This design comes from an exercise in tuning for small area and a short achievable clock period on the open sky130 flow, not from production work.
At most, simulation tests tie the RTL to the original design; equivalence was not proved.
Only the layout flow was run in runs 2, 3 and 7 to 9; the RTL was not checked for function there.
Power is estimated from default activity; no workload was simulated.

==> flow/design.v, too long to show whole: its modules and the start of the top module <==
// module mul_fa: 11 lines
// module mul_ha: 10 lines
// module dadda_mul_top: 3374 lines
module dadda_mul_top
(
    input  logic        clk,
    input  logic        arst_n,
    input  logic [31:0] a,
    input  logic [31:0] b,
    output logic [63:0] y
);
  // ...
==> flow/flow/run.sh <==
#!/bin/bash
# standard layout with buf_2 port buffers, a clock tree without dummy loads, and the
# resizer's setup repair aiming for extra slack from placement to clock tree synthesis, for a little
# less after global routing, and for the plain constraints in the rest
set -euo pipefail
P="BUFFER_PORTS_ARGS=-buffer_cell sky130_fd_sc_hd__buf_2"
C="CTS_ARGS=-sink_clustering_enable -repair_clock_nets -dont_use_dummy_load -sink_clustering_size 30 -buf_list {sky130_fd_sc_hd__clkbuf_4 sky130_fd_sc_hd__clkbuf_8}"
bash standard.sh "$P" "$C" SETUP_SLACK_MARGIN=0 floorplan > standard_make_fp.log 2>&1
bash standard.sh "$P" "$C" SETUP_SLACK_MARGIN=13.8 cts > standard_make_cts.log 2>&1
bash standard.sh "$P" "$C" SETUP_SLACK_MARGIN=13.6 grt > standard_make_grt.log 2>&1
bash standard.sh "$P" "$C" SETUP_SLACK_MARGIN=0 finish > standard_make_finish.log 2>&1
==> flow/standard.sh <==
#!/bin/bash
# synth_recipe.tcl (not shown) runs the flow's synth.tcl, then flattens the netlist and writes it again
# the make line also repeats each setting of config.mk as NAME=value (left out here)
make -C /OpenROAD-flow-scripts/flow DESIGN_CONFIG=/design/flow/config.mk WORK_HOME=/design/flow/orfs CLKGATE_MAP_FILE= SYNTH_SCRIPT=/design/flow/synth_recipe.tcl "${@:-finish}"
==> flow/config.mk <==
export PLATFORM = sky130hd
export DESIGN_NAME = dadda_mul_top
export DESIGN_NICKNAME = dadda_mul_top
export VERILOG_FILES = /design/flow/design.v
export SDC_FILE = /design/flow/constraint.sdc
export NUM_CORES = 4
export LEC_CHECK = 0
export ABC_AREA = 1
export ABC_CLOCK_PERIOD_IN_PS = 22000
export CAP_MARGIN = 20
export CORE_MARGIN = 2
export CORE_UTILIZATION = 40
export CTS_BUF_LIST = sky130_fd_sc_hd__clkbuf_4 sky130_fd_sc_hd__clkbuf_8
export SLEW_MARGIN = 20
export SYNTH_HIERARCHICAL = 1
export SYNTH_MINIMUM_KEEP_SIZE = 0
==> flow/constraint.sdc <==
create_clock -name core_clock -period 22.0 [get_ports {clk}]
set_input_delay 4.4000 -clock core_clock [delete_from_list [all_inputs] [get_ports {clk}]]
set_output_delay 4.4000 -clock core_clock [all_outputs]
set_load 0.01 [all_outputs]
==> flow_summary.json, run 1 <==
{
  "status": "no timing/DRC/antenna violations",
  "met3_usage_pct": 6.36,
  "htree_levels": 4,
  "die_w_microns": 255,
  "post_cts_buffers": 0,
  "path_depth": 13,
  "top_layer": "met5",
  "layout_commonest_cell": "o22ai_1",
  "maxPowerGroup": "combinational logic",
  "final_cell_mix": "o22ai_1, fa_1, xnor2_1",
  "ys_seq_area_share_pct": 9.80,
  "cp.required_ps": 22410,
  "met1_length_microns": 33700,
  "drt_iter0_drc": 1858,
  "yosysMostFrequentCell": "o22ai_1",
  "relSlewSlack_pct": 45.1,
  "grt_pass1_wl_microns": 126000,
  "seq-cell-share_pct": 9.27,
  "internal_power_mw": 1.96,
  "powerComb_mw": 3.33,
  "setup.worst_path.start": "b[1]",
  "reg.largest.list": "hx_q: 57 flops, hy_q: 57 flops, lo_q: 7 flops",
  "grt_max_degree": 41,
  "whs_ps": 3600,
  "num_vias": 19796,
  "clk_path_buf_depth": 2,
  "drt.antenna.violating_nets": 0,
  "post-synth-top-area-cell": "fa_1",
  "multi_input_cells": 2006,
  "cts_buffers": 17,
  "crit_path_cell_trace": "buf_2, buf_12, ha_1, nor2_4, buf_12, xnor2_1, o22ai_1, fa_1, fa_1, fa_1, fa_1, fa_1, fa_1"
}
==> run 2: changes to the inputs <==
--- a/flow/design.v
+++ b/flow/design.v
@@ -26,16 +26,29 @@
     input  logic b,
     input  logic c,
     output logic s,
     output logic co
 );
     assign s  = a ^ b ^ c;
     assign co = (a & b) | (a & c) | (b & c);
 endmodule
+module mul_enc
+(
+    input  logic x,
+    input  logic y,
+    input  logic z,
+    output logic one,
+    output logic two,
+    output logic neg
+);
+    assign one = y ^ z;
+    assign two = (x & ~y & ~z) | (~x & y & z);
+    assign neg = x & ~(y & z);
+endmodule
 module mul_ha
 (
     input  logic a,
     input  logic b,
     output logic s,
     output logic co
 );
     assign s  = a ^ b;
@@ -1725,59 +1738,59 @@
     logic lsc1623;
     logic ls1624;
     logic lsc1625;
     assign bo0 = b[0];
     assign bt0 = b[1] & ~b[0];
     assign bn0 = b[1];
     assign bo1 = b[2] ^ b[1];
     assign bt1 = (b[3] & ~b[2] & ~b[1]) | (~b[3] & b[2] & b[1]);
-    assign bn1 = b[3] & ~(b[2] & b[1]);
+    assign bn1 = (b[3] & ~b[2]) | (b[3] & ~b[1]);
     assign bo2 = b[4] ^ b[3];
     assign bt2 = (b[5] & ~b[4] & ~b[3]) | (~b[5] & b[4] & b[3]);
-    assign bn2 = b[5] & ~(b[4] & b[3]);
+    assign bn2 = (b[5] & ~b[4]) | (b[5] & ~b[3]);
     assign bo3 = b[6] ^ b[5];
     assign bt3 = (b[7] & ~b[6] & ~b[5]) | (~b[7] & b[6] & b[5]);
-    assign bn3 = b[7] & ~(b[6] & b[5]);
+    assign bn3 = (b[7] & ~b[6]) | (b[7] & ~b[5]);
     assign bo4 = b[8] ^ b[7];
     assign bt4 = (b[9] & ~b[8] & ~b[7]) | (~b[9] & b[8] & b[7]);
-    assign bn4 = b[9] & ~(b[8] & b[7]);
+    assign bn4 = (b[9] & ~b[8]) | (b[9] & ~b[7]);
     assign bo5 = b[10] ^ b[9];
     assign bt5 = (b[11] & ~b[10] & ~b[9]) | (~b[11] & b[10] & b[9]);
-    assign bn5 = b[11] & ~(b[10] & b[9]);
+    assign bn5 = (b[11] & ~b[10]) | (b[11] & ~b[9]);
     assign bo6 = b[12] ^ b[11];
     assign bt6 = (b[13] & ~b[12] & ~b[11]) | (~b[13] & b[12] & b[11]);
-    assign bn6 = b[13] & ~(b[12] & b[11]);
+    assign bn6 = (b[13] & ~b[12]) | (b[13] & ~b[11]);
     assign bo7 = b[14] ^ b[13];
     assign bt7 = (b[15] & ~b[14] & ~b[13]) | (~b[15] & b[14] & b[13]);
-    assign bn7 = b[15] & ~(b[14] & b[13]);
+    assign bn7 = (b[15] & ~b[14]) | (b[15] & ~b[13]);
     assign bo8 = b[16] ^ b[15];
     assign bt8 = (b[17] & ~b[16] & ~b[15]) | (~b[17] & b[16] & b[15]);
-    assign bn8 = b[17] & ~(b[16] & b[15]);
+    assign bn8 = (b[17] & ~b[16]) | (b[17] & ~b[15]);
     assign bo9 = b[18] ^ b[17];
     assign bt9 = (b[19] & ~b[18] & ~b[17]) | (~b[19] & b[18] & b[17]);
-    assign bn9 = b[19] & ~(b[18] & b[17]);
+    assign bn9 = (b[19] & ~b[18]) | (b[19] & ~b[17]);
     assign bo10 = b[20] ^ b[19];
     assign bt10 = (b[21] & ~b[20] & ~b[19]) | (~b[21] & b[20] & b[19]);
-    assign bn10 = b[21] & ~(b[20] & b[19]);
+    assign bn10 = (b[21] & ~b[20]) | (b[21] & ~b[19]);
     assign bo11 = b[22] ^ b[21];
     assign bt11 = (b[23] & ~b[22] & ~b[21]) | (~b[23] & b[22] & b[21]);
-    assign bn11 = b[23] & ~(b[22] & b[21]);
+    assign bn11 = (b[23] & ~b[22]) | (b[23] & ~b[21]);
     assign bo12 = b[24] ^ b[23];
     assign bt12 = (b[25] & ~b[24] & ~b[23]) | (~b[25] & b[24] & b[23]);
-    assign bn12 = b[25] & ~(b[24] & b[23]);
+    assign bn12 = (b[25] & ~b[24]) | (b[25] & ~b[23]);
     assign bo13 = b[26] ^ b[25];
     assign bt13 = (b[27] & ~b[26] & ~b[25]) | (~b[27] & b[26] & b[25]);
-    assign bn13 = b[27] & ~(b[26] & b[25]);
+    assign bn13 = (b[27] & ~b[26]) | (b[27] & ~b[25]);
     assign bo14 = b[28] ^ b[27];
     assign bt14 = (b[29] & ~b[28] & ~b[27]) | (~b[29] & b[28] & b[27]);
-    assign bn14 = b[29] & ~(b[28] & b[27]);
+    assign bn14 = (b[29] & ~b[28]) | (b[29] & ~b[27]);
     assign bo15 = b[30] ^ b[29];
     assign bt15 = (b[31] & ~b[30] & ~b[29]) | (~b[31] & b[30] & b[29]);
-    assign bn15 = b[31] & ~(b[30] & b[29]);
+    assign bn15 = (b[31] & ~b[30]) | (b[31] & ~b[29]);
     logic [31:0] bu0;
     assign bu0 = a ^ {32{bn0}};
     assign pp1 = (bo0 & bu0[0]) | (bt0 & bn0);
     assign pp2 = (bo0 & bu0[1]) | (bt0 & bu0[0]);
     assign pp3 = (bo0 & bu0[2]) | (bt0 & bu0[1]);
     assign pp4 = (bo0 & bu0[3]) | (bt0 & bu0[2]);
     assign pp5 = (bo0 & bu0[4]) | (bt0 & bu0[3]);
     assign pp6 = (bo0 & bu0[5]) | (bt0 & bu0[4]);
==> flow/flow/run.sh (replaced) <==
#!/bin/bash
# standard layout with buf_2 port buffers, a clock tree without dummy loads, and the
# resizer's setup repair aiming for extra slack from placement to clock tree synthesis, for a little
# less after global routing, and for the plain constraints in the rest
set -euo pipefail
P="BUFFER_PORTS_ARGS=-buffer_cell sky130_fd_sc_hd__buf_2"
C="CTS_ARGS=-sink_clustering_enable -repair_clock_nets -dont_use_dummy_load -sink_clustering_size 30 -buf_list {sky130_fd_sc_hd__clkbuf_4 sky130_fd_sc_hd__clkbuf_8}"
bash standard.sh "$P" "$C" SETUP_SLACK_MARGIN=0 floorplan > standard_make_fp.log 2>&1
bash standard.sh "$P" "$C" SETUP_SLACK_MARGIN=13.9 cts > standard_make_cts.log 2>&1
bash standard.sh "$P" "$C" SETUP_SLACK_MARGIN=13.7 grt > standard_make_grt.log 2>&1
bash standard.sh "$P" "$C" SETUP_SLACK_MARGIN=0 finish > standard_make_finish.log 2>&1
--- a/flow/config.mk
+++ b/flow/config.mk
@@ -6,11 +6,12 @@
 export NUM_CORES = 4
 export LEC_CHECK = 0
 export ABC_AREA = 1
 export ABC_CLOCK_PERIOD_IN_PS = 22000
 export CAP_MARGIN = 20
 export CORE_MARGIN = 2
 export CORE_UTILIZATION = 40
 export CTS_BUF_LIST = sky130_fd_sc_hd__clkbuf_4 sky130_fd_sc_hd__clkbuf_8
+export PLACE_DENSITY = 0.75
 export SLEW_MARGIN = 20
 export SYNTH_HIERARCHICAL = 1
 export SYNTH_MINIMUM_KEEP_SIZE = 0
==> run 2 against run 1 <==
  * Worst hold slack gained 38 ps
  * Final cell count rose by 0.27%
  * Sequential power down 2%
  * Worst setup slack improved by 95 ps
  * Fmax up 1.2%
  * Largest power group unchanged
==> flow_summary.json, run 2 <==
{
  "drt.antenna.violating_nets": 0,
  "whs_ps": 3640,
  "grt_usage_pct": 24.9,
  "worst_pin_slew_ps": 1100,
  "relSlewSlack_pct": 26.2,
  "slowest_stage": "fa_1",
  "drv_slew": 0,
  "fmax_mhz": 122,
  "cts_sinks": 123,
  "ys_seq_area_share_pct": 9.84,
  "overflow": 0,
  "reg.largest.list": "hx_q: 57 flops, hy_q: 57 flops, lo_q: 7 flops",
  "synthTopCellsByCount": "fa_1, o22ai_1, xor2_1, nand2_1, inv_1",
  "synth_cell_types": 36,
  "cts_buffers": 17,
  "ys_ff_latch": 123,
  "wire_per_inst_microns": 23.6,
  "crit_path_cell_trace": "buf_2, nand2_1, nand2_4, xor2_1, o22ai_1, fa_1, fa_1, fa_1, fa_1, fa_1, fa_1",
  "worst-path-buf-inv": 1,
  "cp_max_fo": 34,
  "path_class": "input port to flop",
  "yosysMostFrequentCell": "fa_1",
  "period_needed_ps": 8170,
  "drt_iter0_drc": 1968,
  "synth_async_sr_flop_share_pct": 0.813,
  "synth_top_cell_area_share_pct": 41.0,
  "port_buffers": 129,
  "status": "no timing/DRC/antenna violations",
  "peakVddDrop_mv": 0.0700,
  "synth_edf_count": 0,
  "num_vias": 19756,
  "clk_pin_slew_worst_paths_ps": 60,
  "syn_nets": 3194,
  "critPathLaunchType": "input port",
  "final.setup.tns_ps": 0,
  "final_cell_mix": "fa_1, o22ai_1, xor2_1",
  "setup.worst_path.start": "b[15]",
  "post-synth-top-area-cell": "fa_1",
  "layout-drive-gt1-share_pct": 9.72,
  "viasPerCell": 5.90,
  "htree_levels": 4,
  "start_util_pct": 40.6,
  "clk_path_buf_depth": 2,
  "nNetsFinal": 3177,
  "cts_tree": "yes",
  "end_kind": "flop",
  "hp-class": "input port to asynchronous set/reset pin",
  "dieHeight_microns": 254,
  "fin_crit_sh_pct": 37.1,
  "synth_area_leaders": "fa_1, xor2_1, o22ai_1, dfxtp_1, ha_1",
  "dr.pass1.iters": 6,
  "place_hpwl_microns": 60600,
  "area_growth_pct": 5.61,
  "leakagePower_nw": 11.5,
  "grt_antenna_before_repair": 13,
  "grt_max_degree": 39,
  "cp.required_ps": 22400,
  "wl_microns": 78900,
  "io_pins": 130,
  "grt_pass1_wl_microns": 121000,
  "cellPowerDensity_nw_per_um2": 139,
  "gp_congestion": 0.952,
  "drc": 0,
  "final_design_area_no_fill_sq_um": 26500,
  "rsz0062_at_grt": "false",
  "grt_pass1_vias": 20591,
  "yosys_warnings": 7,
  "grt_use_met1_pct": 32.4,
  "arrival_ps": 8570,
  "met3_usage_pct": 6.53,
  "setup_viol": 0,
  "layout_commonest_cell": "fa_1",
  "avgSynthCellArea_sq_um": 9.92,
  "dp_slack_ps": 12550,
  "die_area_sq_um": 64700,
  "critPathMaxStageDelay_ps": 520,
  "syn_area_sq_um": 25100,
  "die_w_microns": 254,
  "coreArea_sq_um": 61800,
  "synth-main-ff-cell": "dfxtp_1",
  "finalWorstSetupSlack_ps": 13830,
  "synthCells": 2528,
  "drv_cap": 0,
  "place_area_sq_um": 26100,
  "cp_top_family": "adder cells",
  "cpMostUsedCell": "fa_1",
  "grt_use_met2_pct": 38.2,
  "path_depth": 11,
  "cts_root_buf": "clkbuf_8",
  "rows": 91,
  "hold_viol_final": 0,
  "busiest_layer": "met2"
}
## run 2: final timing paths
kind                       slack (ps)          endpoint
setup / recovery                13830  hy_q[30]$_DFF_P_
hold / removal                   3640   vld_q$_DFF_PN0_
max in group asynchronous       18270   vld_q$_DFF_PN0_
min in group core_clock          4440   lo_q[0]$_DFF_P_
## run 2: metrics by stage
step                      instances  power (mW)  utilization, %
after floorplan                2528        2.58               -
after global placement         3325        3.36            42.2
after detailed placement       3325        3.51            42.2
after CTS                      3346        3.70            42.8
after global routing           3349        4.15            42.8
final                          3349        3.67            42.8
## run 2: area by class of cell
class                           count  area, sq um
Clock buffer                       17          234
Inverter                          179          676
Sequential cell                   123         2470
Multi-Input combinational cell   2008        21000
Tap cell                          837         1050
Antenna cell                        3         7.51
Timing Repair inverter              1         7.51
Timing Repair Buffer              181         1070
Fill cell                        5873        35300
## run 2: per-layer routing
layer,vias up,routed length (microns)
met5,-,144
met4,20,4140
met3,263,8010
met2,1196,35500
met1,9797,31100
li1,8480,-
## run 2: cells by family after synthesis
family | count (synthesis) | synth area share (%)
xor+xnor | 526 | 18.4
other cells | 1 | 0.0150
buf+inv | 398 | 6.97
simple gates | 272 | 4.60
fa+ha+maj | 600 | 45.3
flops | 123 | 9.84
compound gates | 608 | 14.9
## run 2: per-module statistics from Yosys, one instance, submodules excluded
module         cells  copies in the design  flip-flops and latches
mul_ha             1                    32                       0
dadda_mul_top   2011                     1                     123
mul_fa             1                   485                       0
## run 2: what timing repair did
action / 4_1_cts / 5_1_grt
gates cloned: 2 / 0
endpoints found under the setup margin: 56 / 2
setup buffers: 2 / 0
pin swaps: 2 / 0
hold buffers: 0 / 0
gates resized for setup: 26 / 2
## run 2: power breakdown
part	internal [mW]	switching [mW]
combinational	1.33	1.71
clock	0.0676	0.0919
sequential	0.411	0.0626
total	1.81	1.86
==> run 3: changes to the inputs <==
--- a/flow/flow/run.sh
+++ b/flow/flow/run.sh
@@ -6,6 +6,6 @@
 P="BUFFER_PORTS_ARGS=-buffer_cell sky130_fd_sc_hd__buf_2"
 C="CTS_ARGS=-sink_clustering_enable -repair_clock_nets -dont_use_dummy_load -sink_clustering_size 30 -buf_list {sky130_fd_sc_hd__clkbuf_4 sky130_fd_sc_hd__clkbuf_8}"
 bash standard.sh "$P" "$C" SETUP_SLACK_MARGIN=0 floorplan > standard_make_fp.log 2>&1
-bash standard.sh "$P" "$C" SETUP_SLACK_MARGIN=13.9 cts > standard_make_cts.log 2>&1
-bash standard.sh "$P" "$C" SETUP_SLACK_MARGIN=13.7 grt > standard_make_grt.log 2>&1
+bash standard.sh "$P" "$C" SETUP_SLACK_MARGIN=14.1 cts > standard_make_cts.log 2>&1
+bash standard.sh "$P" "$C" SETUP_SLACK_MARGIN=13.9 grt > standard_make_grt.log 2>&1
 bash standard.sh "$P" "$C" SETUP_SLACK_MARGIN=0 finish > standard_make_finish.log 2>&1
==> run 3 against run 2 <==
  * Still clean
  * Global-route usage rose by 0.22 points
  * Die area stayed put
  * Sequential power about the same
  * Count of clock-buffer cells in the layout unchanged
  * Final cell count is 0.45% higher
  * Fmax rose by 2.0%
==> flow_summary.json, run 3 <==
{
  "syn_area_sq_um": 25100,
  "nNetsFinal": 3191,
  "nFillCells": 5837,
  "reg.largest.list": "hx_q: 57 flops, hy_q: 57 flops, lo_q: 7 flops",
  "ys_ff_latch": 123,
  "wire_per_inst_microns": 23.7,
  "top_layer": "met5",
  "dr_wl_met2_microns": 36000,
  "yosysMostFrequentCell": "fa_1",
  "synth_cell_types": 36,
  "grt_max_degree": 39,
  "hold_viol_final": 0,
  "dp_slack_ps": 12550,
  "relSlewSlack_pct": 35.1,
  "synth_edf_count": 0,
  "met1_length_microns": 31300,
  "cts_buffers": 17,
  "die_area_sq_um": 64700,
  "start_util_pct": 40.6,
  "coreArea_sq_um": 61800,
  "clk_path_buf_depth": 2,
  "final_design_area_no_fill_sq_um": 26900,
  "die_w_microns": 254,
  "cellPowerDensity_nw_per_um2": 138,
  "wl_microns": 79700,
  "multi_input_area_sq_um": 21100,
  "total_power_mw": 3.72,
  "end_kind": "flop",
  "critPathLaunchType": "input port",
  "viasPerCell": 5.91,
  "period_needed_ps": 8010,
  "place_hpwl_microns": 60600,
  "synth-main-ff-cell": "dfxtp_1",
  "status": "no timing/DRC/antenna violations",
  "path_class": "input port to flop",
  "pwr-share-seq_pct": 12.7,
  "port_buffers": 129,
  "clkPwrFrac_pct": 4.3,
  "leakagePower_nw": 11.7,
  "synthCells": 2528,
  "switching_share_pct": 50.5,
  "fmax_mhz": 125,
  "met3_length_microns": 8080,
  "synth_async_sr_flop_share_pct": 0.813,
  "yosys_warnings": 7,
  "synth_top_cell_area_share_pct": 41.0,
  "ys_seq_area_share_pct": 9.84,
  "cts_tree": "yes",
  "place_area_sq_um": 26100,
  "fin_crit_sh_pct": 36.4,
  "ff_latch_area_sq_um": 2470,
  "dieHeight_microns": 254,
  "p_sw_mw": 1.88,
  "layout_commonest_cell": "fa_1",
  "io_pins": 130,
  "rows": 91,
  "internal_power_mw": 1.84,
  "drv_slew": 0,
  "drt.antenna.violating_nets": 0,
  "final_cell_mix": "fa_1, o22ai_1, xor2_1",
  "grt_pass1_wl_microns": 122000,
  "drv_cap": 0,
  "comb_power_share_pct": 83.0,
  "peakVddDrop_mv": 0.0680,
  "avgSynthCellArea_sq_um": 9.92,
  "drt_iter0_drc": 2153,
  "area_growth_pct": 7.25,
  "worst_pin_slew_ps": 964,
  "setup_viol": 0,
  "hp-class": "input port to asynchronous set/reset pin",
  "num_vias": 19873,
  "cts_root_buf": "clkbuf_8",
  "grt_antenna_before_repair": 13,
  "cp.required_ps": 22420,
  "clk_pin_slew_worst_paths_ps": 70,
  "drc": 0,
  "syn_nets": 3194,
  "post-synth-top-area-cell": "fa_1",
  "cts_hold_buf": 0,
  "grt_usage_pct": 25.1,
  "grt_pass1_vias": 20785,
  "layout-drive-gt1-share_pct": 10.9,
  "final_util_pct": 43.5,
  "dr.pass1.iters": 6,
  "htree_levels": 4,
  "rsz0062_at_grt": "false",
  "synthTopCellsByCount": "fa_1, o22ai_1, xor2_1, nand2_1, inv_1",
  "finalWorstSetupSlack_ps": 13990,
  "gp_congestion": 0.952,
  "overflow": 0,
  "final.setup.tns_ps": 0,
  "arrival_ps": 8430,
  "cts_sinks": 123,
  "cp_max_fo": 18,
  "synth_area_leaders": "fa_1, xor2_1, o22ai_1, dfxtp_1, ha_1"
}
==> run 3: worst max path at each step <==
stage	startpoint	end	depth (start not counted)	slack [ps]
global route	b[3]	hy_q[26]$_DFF_P_	12	13900
CTS	hy_q[0]$_DFF_P_	y[38]	19	14070
detailed placement	b[1]	hy_q[26]$_DFF_P_	12	12550
finish	a[26]	hy_q[26]$_DFF_P_	9	13990
global placement	b[1]	hy_q[26]$_DFF_P_	12	12640
floorplan	b[1]	hy_q[25]$_DFF_P_	12	13900
==> run 3: area by class of cell <==
class | instances | area share [%]
timing repair inverter | 1 | 0.0279
timing repair buffer | 194 | 5.02
inverter | 179 | 2.53
clock buffer | 17 | 0.870
tap | 837 | 3.89
antenna | 4 | 0.0372
multi-input combinational | 2009 | 78.4
sequential | 123 | 9.18
==> run 3: modules after synthesis (local to each module, per instance) <==
| module | cells inside | cell area, sq um |
|---|---|---|
| dadda_mul_top | 2011 | 15000 |
| mul_fa | 1 | 20.0 |
| mul_ha | 1 | 12.5 |
==> run 3: critical path, cell delays in order <==
cell     delay, ps
buf_2          650
xor2_1         200
o22ai_1        250
fa_1           520
fa_1           570
fa_1           460
fa_1           400
fa_1           550
fa_1           420
==> run 3: stage by stage <==
step           hold slack, ps  instances
5_1_grt                  3620       3364
2_1_floorplan            4100       2528
3_5_place_dp             4180       3325
4_1_cts                  3600       3360
6_report                 3640       3364
3_3_place_gp             4170       3325
==> run 3: power by group through the flow <==
stage          Sequential [mW]  Clock, mW  Combinational (mW)
4_1_cts                  0.474      0.166                3.11
2_1_floorplan            0.459          0                2.12
5_1_grt                  0.485      0.171                3.54
3_3_place_gp             0.477          0                2.88
6_report                 0.474      0.160                3.09
3_5_place_dp             0.477          0                3.03
==> run 3: what timing repair did <==
action | 4_1_cts | 5_1_grt
gates resized for setup | 84 | 1
hold endpoints to repair | 0 | 0
pin swaps | 9 | 0
endpoints found under the setup margin | 89 | 9
setup buffers | 13 | 0
cloned | 5 | 0
==> run 3: layer usage <==
metal / up-vias / global-route usage (%)
li1: 8529 / -
met1: 9902 / 32.6
met2: 1164 / 38.5
met3: 260 / 6.48
met4: 18 / 13.2
met5: - / 0.526
==> run 3: cells by family (layout without fill, tap and decap cells) <==
group	Yosys count	in the layout	synth area share [%]
compound gates	608	608	14.9
fa+ha+maj	600	600	45.3
xor+xnor	526	526	18.4
buf+inv	398	391	6.97
simple gates	272	274	4.60
flops	123	123	9.84
other cells	1	5	0.0150
==> run 4: changes to the inputs <==
--- a/flow/design.v
+++ b/flow/design.v
@@ -31,19 +31,6 @@
     assign s  = a ^ b ^ c;
     assign co = (a & b) | (a & c) | (b & c);
 endmodule
-module mul_enc
-(
-    input  logic x,
-    input  logic y,
-    input  logic z,
-    output logic one,
-    output logic two,
-    output logic neg
-);
-    assign one = y ^ z;
-    assign two = (x & ~y & ~z) | (~x & y & z);
-    assign neg = x & ~(y & z);
-endmodule
 module mul_ha
 (
     input  logic a,
==> run 4 against run 3 <==
  * Die area unchanged
  * Sequential power about the same
  * Clock power about the same
==> flow_summary.json, run 4 <==
{
  "status": "no timing/DRC/antenna violations",
  "synth_async_sr_flop_share_pct": 0.813,
  "reg.largest.list": "hx_q: 57 flops, hy_q: 57 flops, lo_q: 7 flops",
  "final.setup.tns_ps": 0,
  "drc": 0,
  "yosys_warnings": 7,
  "total_power_mw": 3.72,
  "clkPwrFrac_pct": 4.3,
  "synth_cell_types": 36,
  "die_area_sq_um": 64700,
  "nFillCells": 5837,
  "cpMostUsedCell": "fa_1",
  "clk_path_buf_depth": 2,
  "start_util_pct": 40.6,
  "worst-path-buf-inv": 1,
  "wire_per_inst_microns": 23.7,
  "die_w_microns": 254,
  "yosys.area_share.adder_pct": 45.3,
  "critPathMaxStageDelay_ps": 650,
  "synth_compound_area_share_pct": 14.9,
  "gp_congestion": 0.952,
  "final_cell_mix": "fa_1, o22ai_1, xor2_1",
  "dieHeight_microns": 254,
  "cp.required_ps": 22420,
  "comb_power_share_pct": 83.0,
  "p_sw_mw": 1.88,
  "dr.pass1.iters": 6,
  "relSlewSlack_pct": 35.1,
  "syn_nets": 3194,
  "synth_xor_area_share_pct": 18.4,
  "synth-main-ff-cell": "dfxtp_1",
  "ys_seq_area_share_pct": 9.84,
  "setup.worst_path.start": "a[26]",
  "rows": 91,
  "fmax_mhz": 125,
  "peakVddDrop_mv": 0.0680,
  "post-synth-top-area-cell": "fa_1",
  "ff_latch_area_sq_um": 2470,
  "cp_max_fo": 18,
  "arrival_ps": 8430,
  "ys_ff_latch": 123,
  "synth_mux_area_share_pct": 0,
  "switching_share_pct": 50.5,
  "cellPowerDensity_nw_per_um2": 138,
  "path_class": "input port to flop",
  "viasPerCell": 5.91,
  "yosysMostFrequentCell": "fa_1",
  "grt_usage_pct": 25.1,
  "synthTopCellsByCount": "fa_1, o22ai_1, xor2_1, nand2_1, inv_1",
  "worst_pin_slew_ps": 964,
  "cts_root_buf": "clkbuf_8",
  "pwr-share-seq_pct": 12.7,
  "coreArea_sq_um": 61800,
  "synth_top_family_by_area": "adder cells",
  "internal_power_mw": 1.84,
  "leakagePower_nw": 11.7,
  "hp-class": "input port to asynchronous set/reset pin",
  "layout_commonest_cell": "fa_1",
  "crit_path_cell_trace": "buf_2, xor2_1, o22ai_1, fa_1, fa_1, fa_1, fa_1, fa_1, fa_1",
  "drv_cap": 0,
  "synth_top_cell_area_share_pct": 41.0,
  "setup_viol": 0,
  "synthCells": 2528,
  "cp_top_family": "adder cells",
  "multi_input_area_sq_um": 21100,
  "period_needed_ps": 8010,
  "cts_sinks": 123,
  "grt_pass1_wl_microns": 122000,
  "overflow": 0,
  "port_buffers": 129,
  "cts_tree": "yes",
  "rsz0062_at_grt": "false",
  "synth_edf_count": 0,
  "drt.antenna.violating_nets": 0,
  "syn_area_sq_um": 25100,
  "area_growth_pct": 7.25,
  "io_pins": 130,
  "slowest_stage": "buf_2",
  "synth-simple-area-share_pct": 4.60,
  "grt_antenna_before_repair": 13,
  "hold_viol_final": 0,
  "synth_area_leaders": "fa_1, xor2_1, o22ai_1, dfxtp_1, ha_1",
  "drt_iter0_drc": 2153,
  "drv_slew": 0,
  "path_depth": 9,
  "end_kind": "flop",
  "cts_buffers": 17,
  "critPathLaunchType": "input port",
  "nNetsFinal": 3191,
  "fin_crit_sh_pct": 36.4,
  "layout-drive-gt1-share_pct": 10.9,
  "whs_ps": 3640,
  "grt_pass1_vias": 20785,
  "num_vias": 19873,
  "htree_levels": 4,
  "avgSynthCellArea_sq_um": 9.92,
  "clk_pin_slew_worst_paths_ps": 70,
  "place_hpwl_microns": 60600,
  "cp-endpoint": "hy_q[26]$_DFF_P_",
  "wl_microns": 79700,
  "grt_max_degree": 39
}
run 4: cell counts in the layout (fill, tap and decap cells not counted):
Identical to the previous run, type by type.
run 4: modules after synthesis, one instance, submodules excluded:
module         copies in the design  cells inside
dadda_mul_top                     1          2011
mul_fa                          485             1
mul_ha                           32             1
run 4: worst min path at each step:
stage | from | to | slack, ps
3_3_place_gp | arst_n | vld_q$_DFF_PN0_ | 4170
2_1_floorplan | arst_n | vld_q$_DFF_PN0_ | 4100
6_report | arst_n | vld_q$_DFF_PN0_ | 3640
3_5_place_dp | arst_n | vld_q$_DFF_PN0_ | 4180
4_1_cts | arst_n | vld_q$_DFF_PN0_ | 3600
5_1_grt | arst_n | vld_q$_DFF_PN0_ | 3620
run 4: cells by family after synthesis:
group / count (synthesis)
simple gates: 272
fa+ha+maj: 600
flops: 123
other cells: 1
buf+inv: 398
xor+xnor: 526
compound gates: 608
run 4: metrics by stage:
step	utilization, %	setup WS [ps]	instance area, sq um	std cells
floorplan	-	13900	25100	2528
global placement	42.2	12640	26100	3325
detailed placement	42.2	12550	26100	3325
CTS	43.5	14070	26900	3360
global route	43.5	13900	26900	3364
finish	43.5	13990	26900	3364
run 4: power groups by stage:
stage	Combinational (mW)	Sequential, mW	Clock [mW]
floorplan	2.12	0.459	0
CTS	3.11	0.474	0.166
global route	3.54	0.485	0.171
finish	3.09	0.474	0.160
global placement	2.88	0.477	0
detailed placement	3.03	0.477	0
run 4: repair_timing:
| action | in CTS | in global routing |
|---|---|---|
| endpoints found under the hold margin | 0 | 0 |
| pin swaps | 9 | 0 |
| setup endpoints to repair | 89 | 9 |
| gates resized for setup | 84 | 1 |
| cloned | 5 | 0 |
| hold buffers | 0 | 0 |
| setup buffers | 13 | 0 |
run 4: final cells by class:
class | count | area share, %
Antenna cell | 4 | 0.0372
Clock buffer | 17 | 0.870
Inverter | 179 | 2.53
Multi-Input combinational cell | 2009 | 78.4
Sequential cell | 123 | 9.18
Tap cell | 837 | 3.89
Timing Repair Buffer | 194 | 5.02
Timing Repair inverter | 1 | 0.0279
run 4: metal layers:
metal	part of all wire (%)	wire length, microns	up-vias	track usage [%]
met1	39	31300	9902	32.6
met2	45	36000	1164	38.5
met4	5.2	4130	18	13.2
met5	0.18	140	-	0.526
li1	-	-	8529	-
met3	10	8080	260	6.48
==> run 5: changes to the inputs <==
--- a/flow/config.mk
+++ b/flow/config.mk
@@ -15,3 +15,4 @@
 export SLEW_MARGIN = 20
 export SYNTH_HIERARCHICAL = 1
 export SYNTH_MINIMUM_KEEP_SIZE = 0
+export TNS_END_PERCENT = 20
==> run 5 against run 4 <==
  * Still clean
  * Clock power about the same
  * Synthesized cell count unchanged
  * Combinational power about the same
  * Worst setup slack better by 15 ps
  * Synthesized area unchanged
  * Worst hold slack better by 0.99 ps
  * Core utilization about the same
  * Count of clock-buffer cells in the layout unchanged
  * Power hardly changed
  * Critical path depth is the same
  * Wire length barely moved
  * Largest cell class unchanged
==> flow_summary.json, run 5 <==
{
  "wire_per_inst_microns": 23.7,
  "relSlewSlack_pct": 38.1,
  "dr.pass1.iters": 6,
  "drc": 0,
  "die_w_microns": 254,
  "arrival_ps": 8420,
  "synth_top_cell_area_share_pct": 41.0,
  "io_pins": 130,
  "grt_max_degree": 39,
  "viasPerCell": 5.95,
  "grt_pass1_wl_microns": 122000,
  "cp.required_ps": 22420,
  "avgSynthCellArea_sq_um": 9.92,
  "dieHeight_microns": 254,
  "htree_levels": 4,
  "pwr-share-seq_pct": 12.7,
  "clk_path_buf_depth": 2,
  "wl_microns": 79700,
  "layout-drive-gt1-share_pct": 10.9,
  "num_vias": 19999,
  "drt.antenna.violating_nets": 0,
  "clk_pin_slew_worst_paths_ps": 80,
  "overflow": 0,
  "hp-class": "input port to asynchronous set/reset pin",
  "switching_share_pct": 50.5,
  "layout_commonest_cell": "fa_1",
  "die_area_sq_um": 64700,
  "cp_max_fo": 18,
  "end_kind": "flop",
  "port_buffers": 129,
  "multi_input_area_sq_um": 21100,
  "grt_usage_pct": 25.1,
  "synth_async_sr_flop_share_pct": 0.813,
  "drv_cap": 0,
  "syn_area_sq_um": 25100,
  "final.setup.tns_ps": 0,
  "critPathLaunchType": "input port",
  "synth_cell_types": 36,
  "fmax_mhz": 125,
  "yosys_warnings": 7,
  "synthTopCellsByCount": "fa_1, o22ai_1, xor2_1, nand2_1, inv_1",
  "post-synth-top-area-cell": "fa_1",
  "synth-main-ff-cell": "dfxtp_1",
  "leakagePower_nw": 11.7,
  "cts_tree": "yes",
  "nNetsFinal": 3191,
  "nFillCells": 5840,
  "cts_hold_buf": 0,
  "path_class": "input port to flop",
  "place_area_sq_um": 26100,
  "fin_crit_sh_pct": 36.3,
  "comb_power_share_pct": 83.0,
  "peakVddDrop_mv": 0.0756,
  "synth_edf_count": 0,
  "setup_viol": 0,
  "cts_buffers": 17,
  "cts_sinks": 123,
  "gp_congestion": 0.952,
  "ff_latch_area_sq_um": 2470,
  "syn_nets": 3194,
  "start_util_pct": 40.6,
  "grt_antenna_before_repair": 13,
  "ys_seq_area_share_pct": 9.84,
  "internal_power_mw": 1.84,
  "rsz0062_at_grt": "false",
  "worst_pin_slew_ps": 918,
  "cellPowerDensity_nw_per_um2": 139,
  "final_design_area_no_fill_sq_um": 26900,
  "drv_slew": 0,
  "hold_viol_final": 0,
  "reg.largest.list": "hx_q: 57 flops, hy_q: 57 flops, lo_q: 7 flops",
  "grt_pass1_vias": 20785,
  "synthCells": 2528,
  "p_sw_mw": 1.88,
  "cts_root_buf": "clkbuf_8",
  "place_hpwl_microns": 60600,
  "ys_ff_latch": 123,
  "drt_iter0_drc": 2154,
  "area_growth_pct": 7.22,
  "status": "no timing/DRC/antenna violations",
  "yosysMostFrequentCell": "fa_1",
  "final_cell_mix": "fa_1, o22ai_1, xor2_1",
  "coreArea_sq_um": 61800,
  "rows": 91,
  "synth_area_leaders": "fa_1, xor2_1, o22ai_1, dfxtp_1, ha_1",
  "period_needed_ps": 8000,
  "clkPwrFrac_pct": 4.3
}
## run 5: layout make-up
cell class	count	share of cell area (%)
Antenna cell	4	0.0372
Inverter	179	2.53
Multi-Input combinational cell	2009	78.4
Timing Repair Buffer	194	5.01
Clock buffer	17	0.870
Timing Repair inverter	1	0.0279
Sequential cell	123	9.18
Tap cell	837	3.89
## run 5: through the flow
stage          setup WS [ps]  power [mW]  std cells  hold WS [ps]  util (%)
2_1_floorplan          13900        2.58       2528          4100         -
3_3_place_gp           12640        3.36       3325          4170      42.2
3_5_place_dp           12550        3.51       3325          4180      42.2
4_1_cts                14070        3.75       3360          3600      43.5
5_1_grt                13900        4.19       3364          3620      43.5
6_report               14000        3.73       3364          3640      43.5
## run 5: final timing paths
path / start / to / slack (ps) / depth (start not counted)
setup / recovery: a[26] / hy_q[26]$_DFF_P_ / 14000 / 9
hold / removal: arst_n / vld_q$_DFF_PN0_ / 3640 / 1
max in group asynchronous: arst_n / vld_q$_DFF_PN0_ / 18270 / 1
min in group core_clock: b[2] / lo_q[2]$_DFF_P_ / 4510 / 5
## run 5: kinds of logic after synthesis
| group | after synthesis | synth area share (%) |
|---|---|---|
| AO/OA/AOI/OAI | 608 | 14.9 |
| XOR/XNOR | 526 | 18.4 |
| adder cells (fa/ha/maj) | 600 | 45.3 |
| buffers and inverters | 398 | 6.97 |
| flip-flops | 123 | 9.84 |
| other | 1 | 0.0150 |
| AND/OR/NAND/NOR | 272 | 4.60 |
## run 5: power by group through the flow
stage               clock network, mW  logic, mW  registers [mW]
floorplan                           0       2.12           0.459
global placement                    0       2.88           0.477
detailed placement                  0       3.03           0.477
CTS                             0.166       3.11           0.474
global route                    0.171       3.54           0.485
finish                          0.159       3.09           0.474
## run 5: critical path, stage by stage
cell and delay, ps:
buf_2 650, xor2_1 200, o22ai_1 250, fa_1 520, fa_1 570, fa_1 460
fa_1 400, fa_1 540, fa_1 410
## run 5: modules after synthesis, one instance, submodules excluded
module,copies in the design,flip-flops and latches,cells inside,area (sq um)
dadda_mul_top,1,123,2011,15000
mul_fa,485,0,1,20.0
mul_ha,32,0,1,12.5
## run 5: repair_timing
action,CTS,global route
setup endpoints to repair,89,9
setup buffers,13,0
resized for setup,82,1
pin swaps,9,0
cloned,5,0
## run 5: routing by layer
metal / vias up / wire length, microns / share of wire, % / GRT usage (%)
li1: 8519 / - / - / -
met1: 9981 / 31500 / 40 / 32.6
met2: 1208 / 36100 / 45 / 38.5
met3: 273 / 7890 / 9.9 / 6.48
met4: 18 / 4070 / 5.1 / 13.2
met5: - / 135 / 0.17 / 0.526
==> run 6: changes to the inputs <==
--- a/flow/config.mk
+++ b/flow/config.mk
@@ -15,4 +15,4 @@
 export SLEW_MARGIN = 20
 export SYNTH_HIERARCHICAL = 1
 export SYNTH_MINIMUM_KEEP_SIZE = 0
-export TNS_END_PERCENT = 20
+export TNS_END_PERCENT = 50
==> run 6 against run 5 <==
  * Fmax fell by 0.18%
  * Power barely moved
  * Worst setup slack got worse by 15 ps
  * Critical path depth did not move
  * Count of clock-buffer cells in the layout did not move
  * Combinational power barely moved
  * Wire length barely moved
  * Clock power barely moved
  * Flip-flop and latch count did not move
  * Largest power group unchanged
  * Highest routed layer unchanged
==> flow_summary.json, run 6 <==
{
  "synth_cell_types": 36,
  "dieHeight_microns": 254,
  "start_util_pct": 40.6,
  "dp.cells": 3325,
  "critPathLaunchType": "input port",
  "worst_pin_slew_ps": 941,
  "post-synth-top-area-cell": "fa_1",
  "cellPowerDensity_nw_per_um2": 139,
  "drt_iter0_drc": 2142,
  "grt_use_met1_pct": 32.6,
  "total_power_mw": 3.73,
  "cp_max_fo": 18,
  "path_depth": 9,
  "setup_viol": 0,
  "drv_slew": 0,
  "synth_top_cell_area_share_pct": 41.0,
  "cts_tree": "yes",
  "cts_hold_buf": 0,
  "coreArea_sq_um": 61800,
  "ff_latch_area_sq_um": 2470,
  "drv_cap": 0,
  "clk_pin_slew_worst_paths_ps": 80,
  "synth_area_leaders": "fa_1, xor2_1, o22ai_1, dfxtp_1, ha_1",
  "arrival_ps": 8430,
  "layout_commonest_cell": "fa_1",
  "grt_usage_pct": 25.1,
  "synth_edf_count": 0,
  "ys_seq_area_share_pct": 9.84,
  "layoutNonFillerInstCount": 3364,
  "nFillCells": 5838,
  "overflow": 0,
  "critPathMaxStageDelay_ps": 650,
  "synthCells": 2528,
  "num_vias": 20035,
  "avgSynthCellArea_sq_um": 9.92,
  "fin_crit_sh_pct": 36.4,
  "yosys_warnings": 7,
  "die_area_sq_um": 64700,
  "worst-path-buf-inv": 1,
  "yosysMostFrequentCell": "fa_1",
  "syn_nets": 3194,
  "cpMostUsedCell": "fa_1",
  "port_buffers": 129,
  "peakVddDrop_mv": 0.0754,
  "period_needed_ps": 8010,
  "rows": 91,
  "wl_microns": 79700,
  "final_util_pct": 43.5,
  "hold_viol_final": 0,
  "cts_sinks": 123,
  "final_cell_mix": "fa_1, o22ai_1, xor2_1",
  "drc": 0,
  "nNetsFinal": 3191,
  "path_class": "input port to flop",
  "htree_levels": 4,
  "setup.worst_path.start": "a[27]",
  "layout-drive-gt1-share_pct": 10.9,
  "viasPerCell": 5.96,
  "cp.required_ps": 22420,
  "grt_pass1_wl_microns": 122000,
  "slowest_stage": "fa_1",
  "io_pins": 130,
  "cts_buffers": 17,
  "die_w_microns": 254,
  "ys_ff_latch": 123,
  "status": "no timing/DRC/antenna violations",
  "grt_use_met2_pct": 38.5,
  "end_kind": "flop",
  "final.setup.tns_ps": 0,
  "area_growth_pct": 7.24,
  "grt_antenna_before_repair": 13,
  "cp_top_family": "adder cells",
  "cts_root_buf": "clkbuf_8",
  "relSlewSlack_pct": 36.6,
  "rsz0062_at_grt": "false",
  "synth-main-ff-cell": "dfxtp_1",
  "clk_path_buf_depth": 2,
  "busiest_layer": "met2",
  "gp_congestion": 0.952,
  "multi_input_area_sq_um": 21100,
  "reg.largest.list": "hx_q: 57 flops, hy_q: 57 flops, lo_q: 7 flops",
  "hp-class": "input port to asynchronous set/reset pin",
  "met3_usage_pct": 6.48,
  "synthTopCellsByCount": "fa_1, o22ai_1, xor2_1, nand2_1, inv_1",
  "drt.antenna.violating_nets": 0,
  "grt_pass1_vias": 20785,
  "leakagePower_nw": 11.7,
  "dr.pass1.iters": 6,
  "place_hpwl_microns": 60600,
  "crit_path_cell_trace": "buf_2, xor2_1, o22ai_1, fa_1, fa_1, fa_1, fa_1, fa_1, fa_1",
  "fmax_mhz": 125,
  "grt_max_degree": 39,
  "syn_area_sq_um": 25100,
  "synth_async_sr_flop_share_pct": 0.813,
  "wire_per_inst_microns": 23.7
}
## run 6: cell counts after synthesis
Identical to the previous run, type by type.
## run 6: final cells by class
| cell class | instances | area share [%] |
|---|---|---|
| inverters | 179 | 2.53 |
| well taps | 837 | 3.89 |
| flip-flops and latches | 123 | 9.18 |
| multi-input cells | 2009 | 78.4 |
| clock buffers | 17 | 0.870 |
| diodes | 4 | 0.0372 |
| repair buffers | 194 | 5.02 |
| repair inverters | 1 | 0.0279 |
## run 6: per-stage QoR
stage          instance area, sq um  setup WS (ps)  hold WS [ps]
2_1_floorplan                 25100          13900          4100
3_3_place_gp                  26100          12640          4170
3_5_place_dp                  26100          12550          4180
4_1_cts                       26900          14070          3600
5_1_grt                       26900          13900          3620
6_report                      26900          13990          3640
## run 6: how the worst max path moves through the flow
stage	end	slack [ps]
finish	hy_q[26]$_DFF_P_	13990
global route	hy_q[26]$_DFF_P_	13900
CTS	y[38]	14070
detailed placement	hy_q[26]$_DFF_P_	12550
global placement	hy_q[26]$_DFF_P_	12640
floorplan	hy_q[25]$_DFF_P_	13900
## run 6: kinds of logic (layout without fill, tap and decap cells)
kind of cell | Yosys count | in the layout | share of synthesized area (%)
AOI/OAI and AO/OA | 608 | 608 | 14.9
adders and majority gates | 600 | 600 | 45.3
xor gates and xnor gates | 526 | 526 | 18.4
buffers and inverters | 398 | 391 | 6.97
and+or+nand+nor | 272 | 274 | 4.60
DFF | 123 | 123 | 9.84
other | 1 | 5 | 0.0150
## run 6: what timing repair did
| action | in CTS | in global routing |
|---|---|---|
| pin swaps | 9 | 0 |
| setup buffers | 13 | 0 |
| cloned | 5 | 0 |
| gates resized for setup | 83 | 1 |
| endpoints found under the setup margin | 89 | 9 |
## run 6: modules after synthesis (local to each module, per instance)
module         times used  area [sq um]  cells inside  flops+latches
mul_ha                 32          12.5             1              0
dadda_mul_top           1         15000          2011            123
mul_fa                485          20.0             1              0
## run 6: layer usage
| layer | vias up | part of all wire [%] |
|---|---|---|
| li1 | 8517 | - |
| met1 | 10002 | 40 |
| met2 | 1235 | 45 |
| met3 | 263 | 9.8 |
| met4 | 18 | 5.1 |
| met5 | - | 0.17 |
## run 6: power breakdown
part | internal [mW] | switching (mW)
combinational | 1.36 | 1.73
sequential | 0.411 | 0.0627
clock | 0.0676 | 0.0921
total | 1.84 | 1.88
==> run 7: changes to the inputs <==
--- a/flow/design.v
+++ b/flow/design.v
@@ -31,6 +31,19 @@
     assign s  = a ^ b ^ c;
     assign co = (a & b) | (a & c) | (b & c);
 endmodule
+module mul_enc
+(
+    input  logic x,
+    input  logic y,
+    input  logic z,
+    output logic one,
+    output logic two,
+    output logic neg
+);
+    assign one = y ^ z;
+    assign two = (x & ~y & ~z) | (~x & y & z);
+    assign neg = x & ~(y & z);
+endmodule
 module mul_ha
 (
     input  logic a,
--- a/flow/flow/run.sh
+++ b/flow/flow/run.sh
@@ -6,6 +6,6 @@
 P="BUFFER_PORTS_ARGS=-buffer_cell sky130_fd_sc_hd__buf_2"
 C="CTS_ARGS=-sink_clustering_enable -repair_clock_nets -dont_use_dummy_load -sink_clustering_size 30 -buf_list {sky130_fd_sc_hd__clkbuf_4 sky130_fd_sc_hd__clkbuf_8}"
 bash standard.sh "$P" "$C" SETUP_SLACK_MARGIN=0 floorplan > standard_make_fp.log 2>&1
-bash standard.sh "$P" "$C" SETUP_SLACK_MARGIN=14.1 cts > standard_make_cts.log 2>&1
-bash standard.sh "$P" "$C" SETUP_SLACK_MARGIN=13.9 grt > standard_make_grt.log 2>&1
+bash standard.sh "$P" "$C" SETUP_SLACK_MARGIN=14.0 cts > standard_make_cts.log 2>&1
+bash standard.sh "$P" "$C" SETUP_SLACK_MARGIN=13.8 grt > standard_make_grt.log 2>&1
 bash standard.sh "$P" "$C" SETUP_SLACK_MARGIN=0 finish > standard_make_finish.log 2>&1
--- a/flow/config.mk
+++ b/flow/config.mk
@@ -15,4 +15,3 @@
 export SLEW_MARGIN = 20
 export SYNTH_HIERARCHICAL = 1
 export SYNTH_MINIMUM_KEEP_SIZE = 0
-export TNS_END_PERCENT = 50
==> run 7 against run 6 <==
  * Still clean on timing, DRC and antenna
  * Combinational power about the same
  * Sequential power hardly changed
  * Non-clock buffer count is 3 lower
  * Critical path type unchanged
==> flow_summary.json, run 7 <==
{
  "status": "no timing/DRC/antenna violations",
  "yosys_warnings": 7,
  "io_pins": 130,
  "p_sw_mw": 1.87,
  "arrival_ps": 8540,
  "rsz0062_at_grt": "false",
  "drc": 0,
  "critPathLaunchType": "input port",
  "layoutNonFillerInstCount": 3359,
  "wire_per_inst_microns": 23.6,
  "clkPwrFrac_pct": 4.3,
  "cts_root_buf": "clkbuf_8",
  "grt_antenna_before_repair": 12,
  "die_area_sq_um": 64700,
  "setup_viol": 0,
  "fmax_mhz": 123,
  "synth_top_family_by_area": "adder cells",
  "htree_levels": 4,
  "rows": 91,
  "drv_cap": 0,
  "crit_path_cell_trace": "buf_2, nand2_1, o21ai_1, clkinvlp_4, buf_4, o22ai_1, fa_1, fa_1, fa_1, fa_1, fa_1, fa_1",
  "syn_nets": 3194,
  "port_buffers": 129,
  "pwr-share-seq_pct": 12.8,
  "post-synth-top-area-cell": "fa_1",
  "end_kind": "flop",
  "final_cell_mix": "fa_1, o22ai_1, xor2_1",
  "grt_pass1_vias": 20666,
  "grt_usage_pct": 24.9,
  "die_w_microns": 254,
  "hp-class": "input port to asynchronous set/reset pin",
  "coreArea_sq_um": 61800,
  "ys_ff_latch": 123,
  "synth_cell_types": 36,
  "synth_compound_area_share_pct": 14.9,
  "finalWorstSetupSlack_ps": 13890,
  "relSlewSlack_pct": 35.3,
  "place_hpwl_microns": 60600,
  "dp.cells": 3325,
  "final.setup.tns_ps": 0,
  "wl_microns": 79300,
  "cpMostUsedCell": "fa_1",
  "slowest_stage": "fa_1",
  "overflow": 0,
  "comb_power_share_pct": 82.9,
  "num_vias": 19870,
  "leakagePower_nw": 11.6,
  "synth_xor_area_share_pct": 18.4,
  "switching_share_pct": 50.6,
  "worst_pin_slew_ps": 960,
  "layout_commonest_cell": "fa_1",
  "avgSynthCellArea_sq_um": 9.92,
  "synth_async_sr_flop_share_pct": 0.813,
  "hold_viol_final": 0,
  "cts_sinks": 123,
  "peakVddDrop_mv": 0.0679,
  "internal_power_mw": 1.83,
  "synth_edf_count": 0,
  "synth-simple-area-share_pct": 4.60,
  "cp_max_fo": 10,
  "ys_seq_area_share_pct": 9.84,
  "synthTopCellsByCount": "fa_1, o22ai_1, xor2_1, nand2_1, inv_1",
  "layout-drive-gt1-share_pct": 10.2,
  "cp.required_ps": 22430,
  "yosysMostFrequentCell": "fa_1",
  "critPathMaxStageDelay_ps": 540,
  "yosys.area_share.adder_pct": 45.3,
  "reg.largest.list": "hx_q: 57 flops, hy_q: 57 flops, lo_q: 7 flops",
  "cts_tree": "yes",
  "viasPerCell": 5.92,
  "synth_top_cell_area_share_pct": 41.0,
  "period_needed_ps": 8110,
  "drt.antenna.violating_nets": 0,
  "drt_iter0_drc": 2037,
  "grt_max_degree": 39,
  "clk_path_buf_depth": 2,
  "cellPowerDensity_nw_per_um2": 139,
  "synth-main-ff-cell": "dfxtp_1",
  "gp_congestion": 0.952,
  "cts_buffers": 17,
  "synth_mux_area_share_pct": 0,
  "syn_area_sq_um": 25100,
  "drv_slew": 0,
  "fin_crit_sh_pct": 36.9,
  "dieHeight_microns": 254,
  "clk_pin_slew_worst_paths_ps": 90,
  "synth_area_leaders": "fa_1, xor2_1, o22ai_1, dfxtp_1, ha_1",
  "path_class": "input port to flop",
  "nNetsFinal": 3187,
  "grt_pass1_wl_microns": 122000,
  "area_growth_pct": 6.34,
  "dp_slack_ps": 12550,
  "start_util_pct": 40.6,
  "dr.pass1.iters": 5,
  "synthCells": 2528
}
-- run 7: layout make-up --
cell class | count | area (sq um)
flip-flops and latches | 123 | 2470
inverters | 179 | 676
repair buffers | 191 | 1220
repair inverters | 1 | 7.51
well taps | 837 | 1050
clock buffers | 17 | 234
multi-input cells | 2008 | 21000
diodes | 3 | 7.51
fillers | 5865 | 35200
-- run 7: per-stage QoR --
step | area [sq um] | util, % | total power, mW | hold WS, ps
floorplan | 25100 | - | 2.58 | 4100
CTS | 26600 | 43.1 | 3.72 | 3600
global route | 26700 | 43.1 | 4.17 | 3630
finish | 26700 | 43.1 | 3.70 | 3640
detailed placement | 26100 | 42.2 | 3.51 | 4180
global placement | 26100 | 42.2 | 3.36 | 4170
-- run 7: per-layer routing --
| metal | part of all wire, % | track usage (%) | vias up |
|---|---|---|---|
| met2 | 45 | 38.3 | 1206 |
| met3 | 10 | 5.96 | 255 |
| met1 | 39 | 32.7 | 9876 |
| met4 | 5.3 | 13.0 | 19 |
| li1 | - | - | 8514 |
| met5 | 0.20 | 0.526 | - |
-- run 7: worst max-delay path, delay by kind of cell --
kind	cells	cell delay, ps
buffers and inverters	3	640
and+or+nand+nor	1	210
AOI/OAI and AO/OA	2	670
adders and majority gates	6	2610
-- run 7: per-module statistics from Yosys (local to each module, per instance) --
module,copies in the design,flip-flops and latches,cells
dadda_mul_top,1,123,2011
mul_fa,485,0,1
mul_ha,32,0,1
-- run 7: what timing repair did --
item / in CTS / in global routing
setup buffers: 11 / 0
pin swaps: 7 / 0
hold buffers: 0 / 0
setup endpoints to repair: 75 / 7
gates resized for setup: 44 / 3
cloned: 3 / 0
-- run 7: cell families after synthesis --
group	Yosys count
and+or+nand+nor	272
other	1
AOI/OAI and AO/OA	608
buffers and inverters	398
DFF	123
adders and majority gates	600
xor gates and xnor gates	526
-- run 7: worst paths after layout --
| check | cells past startpoint | endpoint | slack, ps | from |
|---|---|---|---|---|
| max in group asynchronous | 1 | vld_q$_DFF_PN0_ | 18270 | arst_n |
| hold / removal | 1 | vld_q$_DFF_PN0_ | 3640 | arst_n |
| setup / recovery | 12 | hy_q[27]$_DFF_P_ | 13890 | b[15] |
| min in group core_clock | 5 | lo_q[2]$_DFF_P_ | 4520 | b[2] |
-- run 7: power groups by stage --
stage               registers [mW]  logic [mW]  clock network [mW]
floorplan                    0.459        2.12                   0
global placement             0.477        2.88                   0
detailed placement           0.477        3.03                   0
CTS                          0.474        3.08               0.166
global route                 0.485        3.51               0.172
finish                       0.474        3.07               0.160
==> run 8: changes to the inputs <==
--- a/flow/flow/run.sh
+++ b/flow/flow/run.sh
@@ -6,6 +6,6 @@
 P="BUFFER_PORTS_ARGS=-buffer_cell sky130_fd_sc_hd__buf_2"
 C="CTS_ARGS=-sink_clustering_enable -repair_clock_nets -dont_use_dummy_load -sink_clustering_size 30 -buf_list {sky130_fd_sc_hd__clkbuf_4 sky130_fd_sc_hd__clkbuf_8}"
 bash standard.sh "$P" "$C" SETUP_SLACK_MARGIN=0 floorplan > standard_make_fp.log 2>&1
-bash standard.sh "$P" "$C" SETUP_SLACK_MARGIN=14.0 cts > standard_make_cts.log 2>&1
-bash standard.sh "$P" "$C" SETUP_SLACK_MARGIN=13.8 grt > standard_make_grt.log 2>&1
+bash standard.sh "$P" "$C" SETUP_SLACK_MARGIN=14.3 cts > standard_make_cts.log 2>&1
+bash standard.sh "$P" "$C" SETUP_SLACK_MARGIN=14.1 grt > standard_make_grt.log 2>&1
 bash standard.sh "$P" "$C" SETUP_SLACK_MARGIN=0 finish > standard_make_finish.log 2>&1
==> run 8 against run 7 <==
  * Core utilization rose by 3.6 points
  * Worst hold slack got worse by 5.9 ps
  * Critical endpoint is now hy_q[29]$_DFF_P_
  * Worst setup slack improved by 250 ps
==> flow_summary.json, run 8 <==
{
  "cp-endpoint": "hy_q[29]$_DFF_P_",
  "syn_nets": 3194,
  "ff_latch_area_sq_um": 2470,
  "synthTopCellsByCount": "fa_1, o22ai_1, xor2_1, nand2_1, inv_1",
  "synth_edf_count": 0,
  "synth_cell_types": 36,
  "grt_pass1_wl_microns": 130000,
  "cts_root_buf": "clkbuf_8",
  "fin_crit_sh_pct": 35.7,
  "htree_levels": 4,
  "clk_path_buf_depth": 2,
  "multi_input_area_sq_um": 21900,
  "die_w_microns": 254,
  "viasPerCell": 6.11,
  "num_vias": 20961,
  "cts_sinks": 123,
  "pwr-share-seq_pct": 12.2,
  "layout_commonest_cell": "fa_1",
  "layout-drive-gt1-share_pct": 17.9,
  "path_class": "input port to flop",
  "yosysMostFrequentCell": "fa_1",
  "synthCells": 2528,
  "final.setup.tns_ps": 0,
  "drv_cap": 0,
  "start_util_pct": 40.6,
  "grt_antenna_before_repair": 11,
  "cp.required_ps": 22430,
  "relSlewSlack_pct": 33.3,
  "nNetsFinal": 3261,
  "arrival_ps": 8290,
  "fmax_mhz": 127,
  "comb_power_share_pct": 83.7,
  "switching_share_pct": 50.2,
  "drv_slew": 0,
  "dr.pass1.iters": 10,
  "reg.largest.list": "hx_q: 57 flops, hy_q: 57 flops, lo_q: 7 flops",
  "setup.worst_path.start": "a[3]",
  "syn_area_sq_um": 25100,
  "period_needed_ps": 7860,
  "hp-class": "input port to asynchronous set/reset pin",
  "end_kind": "flop",
  "rsz0062_at_grt": "true",
  "coreArea_sq_um": 61800,
  "clk_pin_slew_worst_paths_ps": 90,
  "final_util_pct": 46.7,
  "synth_async_sr_flop_share_pct": 0.813,
  "critPathLaunchType": "input port",
  "post-synth-top-area-cell": "fa_1",
  "grt_pass1_vias": 21912,
  "dieHeight_microns": 254,
  "cts_buffers": 17,
  "port_buffers": 129,
  "drt_iter0_drc": 2282,
  "wire_per_inst_microns": 25.1,
  "grt_max_degree": 39,
  "avgSynthCellArea_sq_um": 9.92,
  "overflow": 0,
  "die_area_sq_um": 64700,
  "ys_ff_latch": 123,
  "final_cell_mix": "fa_1, o22ai_1, xor2_1",
  "cellPowerDensity_nw_per_um2": 135,
  "setup_viol": 0,
  "wl_microns": 86300,
  "status": "no timing/DRC/antenna violations",
  "drc": 0,
  "nFillCells": 5555,
  "clkPwrFrac_pct": 4.1,
  "cts_tree": "yes",
  "grt_usage_pct": 26.9,
  "synth_top_cell_area_share_pct": 41.0,
  "area_growth_pct": 15.1,
  "synth_area_leaders": "fa_1, xor2_1, o22ai_1, dfxtp_1, ha_1",
  "internal_power_mw": 1.94,
  "cp_max_fo": 18,
  "leakagePower_nw": 12.5,
  "ys_seq_area_share_pct": 9.84,
  "peakVddDrop_mv": 0.0756,
  "drt.antenna.violating_nets": 0,
  "io_pins": 130,
  "p_sw_mw": 1.96,
  "yosys_warnings": 7,
  "place_hpwl_microns": 60600,
  "gp_congestion": 0.952,
  "worst_pin_slew_ps": 991,
  "hold_viol_final": 0,
  "rows": 91,
  "synth-main-ff-cell": "dfxtp_1"
}
==> run 8: cell counts after synthesis <==
No cell type changed its count.
==> run 8: through the flow <==
step / power (mW) / cells / worst slack, ps / hold WS (ps) / cell area, sq um
floorplan: 2.58 / 2528 / 13900 / 4100 / 25100
global placement: 3.36 / 3325 / 12640 / 4170 / 26100
detailed placement: 3.51 / 3325 / 12550 / 4180 / 26100
CTS: 3.87 / 3423 / 14150 / 3600 / 28600
global route: 4.36 / 3432 / 14040 / 3620 / 28900
finish: 3.90 / 3432 / 14140 / 3630 / 28900
==> run 8: worst max-delay path, cell delays in order <==
cell     delay [ps]
buf_2           650
nand2_1         170
inv_1           110
fa_1            450
fa_1            460
fa_1            580
fa_1            470
fa_2            560
fa_1            410
==> run 8: power groups by stage <==
stage,combinational (mW),sequential [mW],clock (mW)
finish,3.27,0.474,0.161
global placement,2.88,0.477,0
CTS,3.23,0.474,0.166
detailed placement,3.03,0.477,0
floorplan,2.12,0.459,0
global route,3.70,0.485,0.171
==> run 8: per-module statistics from Yosys (local to each module, per instance) <==
module	cell area (sq um)	times used
dadda_mul_top	15000	1
mul_fa	20.0	485
mul_ha	12.5	32
==> run 8: timing repair <==
action,in CTS,in global routing
buffers inserted,60,5
cloned,21,2
endpoints found under the setup margin,114,25
pin swaps,57,16
hold buffers,0,0
gates resized for setup,277,26
==> run 8: area by class of cell <==
type	instances	area share, %
Sequential cell	123	8.56
Inverter	179	2.40
Timing Repair Buffer	262	8.79
Multi-Input combinational cell	2011	75.8
Antenna cell	2	0.0173
Tap cell	837	3.63
Timing Repair inverter	1	0.0260
Clock buffer	17	0.810
==> run 8: how the worst min path moves through the flow <==
| stage | startpoint | end | cells after the start |
|---|---|---|---|
| after global routing | arst_n | vld_q$_DFF_PN0_ | 1 |
| final | arst_n | vld_q$_DFF_PN0_ | 1 |
| after CTS | arst_n | vld_q$_DFF_PN0_ | 1 |
| after global placement | arst_n | vld_q$_DFF_PN0_ | 1 |
| after detailed placement | arst_n | vld_q$_DFF_PN0_ | 1 |
| after floorplan | arst_n | vld_q$_DFF_PN0_ | 0 |
==> run 8: kinds of logic after synthesis <==
family | count (synthesis) | synth area share [%]
AO/OA/AOI/OAI | 608 | 14.9
adder cells (fa/ha/maj) | 600 | 45.3
flip-flops | 123 | 9.84
XOR/XNOR | 526 | 18.4
other | 1 | 0.0150
buffers and inverters | 398 | 6.97
AND/OR/NAND/NOR | 272 | 4.60
==> run 8: per-layer routing <==
layer / global-route usage (%) / share of wire (%) / vias to the layer above
li1: - / - / 8611
met1: 33.6 / 37 / 10407
met2: 41.2 / 44 / 1517
met3: 7.53 / 11 / 406
met4: 16.5 / 7.0 / 20
met5: 0.526 / 0.17 / -
==> run 9: changes to the inputs <==
--- a/flow/flow/run.sh
+++ b/flow/flow/run.sh
@@ -6,6 +6,6 @@
 P="BUFFER_PORTS_ARGS=-buffer_cell sky130_fd_sc_hd__buf_2"
 C="CTS_ARGS=-sink_clustering_enable -repair_clock_nets -dont_use_dummy_load -sink_clustering_size 30 -buf_list {sky130_fd_sc_hd__clkbuf_4 sky130_fd_sc_hd__clkbuf_8}"
 bash standard.sh "$P" "$C" SETUP_SLACK_MARGIN=0 floorplan > standard_make_fp.log 2>&1
-bash standard.sh "$P" "$C" SETUP_SLACK_MARGIN=14.3 cts > standard_make_cts.log 2>&1
-bash standard.sh "$P" "$C" SETUP_SLACK_MARGIN=14.1 grt > standard_make_grt.log 2>&1
+bash standard.sh "$P" "$C" SETUP_SLACK_MARGIN=14.2 cts > standard_make_cts.log 2>&1
+bash standard.sh "$P" "$C" SETUP_SLACK_MARGIN=14.0 grt > standard_make_grt.log 2>&1
 bash standard.sh "$P" "$C" SETUP_SLACK_MARGIN=0 finish > standard_make_finish.log 2>&1
==> run 9 against run 8 <==
  * Synthesized cell count unchanged
  * Power down 3.2%
  * Sequential power about the same
  * Global-route usage down 1.0 points
  * Count of clock-buffer cells in the layout unchanged
  * Flip-flop and latch count unchanged
  * First-iteration DRC count unchanged
  * Non-clock buffer count down 35
  * Largest power group unchanged
  * Still clean on timing, DRC and antenna
==> flow_summary.json, run 9 <==
{
  "peakVddDrop_mv": 0.0736,
  "drv_cap": 0,
  "setup_viol": 0,
  "final_cell_mix": "fa_1, o22ai_1, xor2_1",
  "rows": 91,
  "drv_slew": 0,
  "cts_hold_buf": 0,
  "hold_viol_final": 0,
  "dp_slack_ps": 12550,
  "synthCells": 2528,
  "critPathLaunchType": "input port",
  "grt_usage_pct": 25.8,
  "htree_levels": 4,
  "grt_max_degree": 39,
  "hp-class": "input port to asynchronous set/reset pin",
  "wl_microns": 82000,
  "path_class": "input port to flop",
  "nNetsFinal": 3225,
  "grt_antenna_before_repair": 12,
  "cts_sinks": 123,
  "synth_async_sr_flop_share_pct": 0.813,
  "final_design_area_no_fill_sq_um": 27600,
  "drc": 0,
  "synth-main-ff-cell": "dfxtp_1",
  "status": "no timing/DRC/antenna violations",
  "layout_commonest_cell": "fa_1",
  "nFillCells": 5734,
  "synth_area_leaders": "fa_1, xor2_1, o22ai_1, dfxtp_1, ha_1",
  "cpMostUsedCell": "fa_1",
  "multi_input_area_sq_um": 21200,
  "synth_cell_types": 36,
  "drt_iter0_drc": 2282,
  "clk_path_buf_depth": 2,
  "final.setup.tns_ps": 0,
  "grt_pass1_vias": 21235,
  "rsz0062_at_grt": "true",
  "port_buffers": 129,
  "cp_top_family": "adder cells",
  "cp_max_fo": 14,
  "slowest_stage": "fa_1",
  "viasPerCell": 6.01,
  "overflow": 0,
  "place_hpwl_microns": 60600,
  "start_util_pct": 40.6,
  "dieHeight_microns": 254,
  "num_vias": 20426,
  "dr.pass1.iters": 8,
  "period_needed_ps": 7930,
  "syn_nets": 3194,
  "post-synth-top-area-cell": "fa_1",
  "finalWorstSetupSlack_ps": 14070,
  "synth_top_cell_area_share_pct": 41.0,
  "synthTopCellsByCount": "fa_1, o22ai_1, xor2_1, nand2_1, inv_1",
  "gp_congestion": 0.952,
  "syn_area_sq_um": 25100,
  "yosys_warnings": 7,
  "critPathMaxStageDelay_ps": 570,
  "place_area_sq_um": 26100,
  "ff_latch_area_sq_um": 2470,
  "cp.required_ps": 22400,
  "io_pins": 130,
  "worst_pin_slew_ps": 957,
  "arrival_ps": 8340,
  "ys_seq_area_share_pct": 9.84,
  "area_growth_pct": 10.2,
  "worst-path-buf-inv": 3,
  "layout-drive-gt1-share_pct": 13.1,
  "crit_path_cell_trace": "buf_2, nand2_1, nand2_2, buf_12, buf_4, xor2_1, o22ai_1, fa_1, fa_1, fa_1, fa_1, fa_1, fa_1",
  "cts_root_buf": "clkbuf_8",
  "ys_ff_latch": 123,
  "fmax_mhz": 126
}
[run 9: per-stage QoR]
| stage | power (mW) | cells | util (%) |
|---|---|---|---|
| 2_1_floorplan | 2.58 | 2528 | - |
| 3_3_place_gp | 3.36 | 3325 | 42.2 |
| 3_5_place_dp | 3.51 | 3325 | 42.2 |
| 4_1_cts | 3.79 | 3394 | 44.6 |
| 5_1_grt | 4.25 | 3397 | 44.7 |
| 6_report | 3.78 | 3397 | 44.7 |
[run 9: cells by family (layout without fill, tap and decap cells)]
group	count (synthesis)	count (layout)	synth area share, %
and+or+nand+nor	272	275	4.60
DFF	123	123	9.84
xor gates and xnor gates	526	526	18.4
buffers and inverters	398	424	6.97
other	1	4	0.0150
AOI/OAI and AO/OA	608	608	14.9
adders and majority gates	600	600	45.3
[run 9: cell type report]
cell class	count	area share [%]
sequential	123	8.94
antenna	3	0.0272
clock buffer	17	0.847
timing repair inverter	1	0.0272
tap	837	3.79
inverter	179	2.48
multi-input combinational	2010	76.9
timing repair buffer	227	6.98
[run 9: final timing paths]
| check | startpoint | depth (start not counted) | slack (ps) | endpoint |
|---|---|---|---|---|
| setup / recovery | b[7] | 13 | 14070 | hy_q[23]$_DFF_P_ |
| hold / removal | arst_n | 1 | 3640 | vld_q$_DFF_PN0_ |
| max in group asynchronous | arst_n | 1 | 18270 | vld_q$_DFF_PN0_ |
| min in group core_clock | b[1] | 3 | 4480 | lo_q[0]$_DFF_P_ |
[run 9: power breakdown]
part	internal (mW)	switching, mW	total (mW)	leakage (nW)
registers	0.411	0.0629	0.474	1.04
logic	1.39	1.75	3.14	10.9
clock network	0.0675	0.0922	0.160	0.122
total	1.87	1.91	3.78	12.0
[run 9: timing repair]
action	in CTS	in global routing
gates resized for setup	142	6
setup buffers	39	0
endpoints found under the setup margin	105	9
pin swaps	14	2
gates cloned	13	0
[run 9: layer usage]
layer,GRT usage [%],wire [microns]
met1,33.3,31800
met3,6.66,8480
met5,1.13,205
met4,14.2,4640
met2,39.6,36900
[run 9: per-module statistics from Yosys (local to each module, per instance)]
module	copies in the design	flops+latches	area, sq um	cells
dadda_mul_top	1	123	15000	2011
mul_fa	485	0	20.0	1
mul_ha	32	0	12.5	1
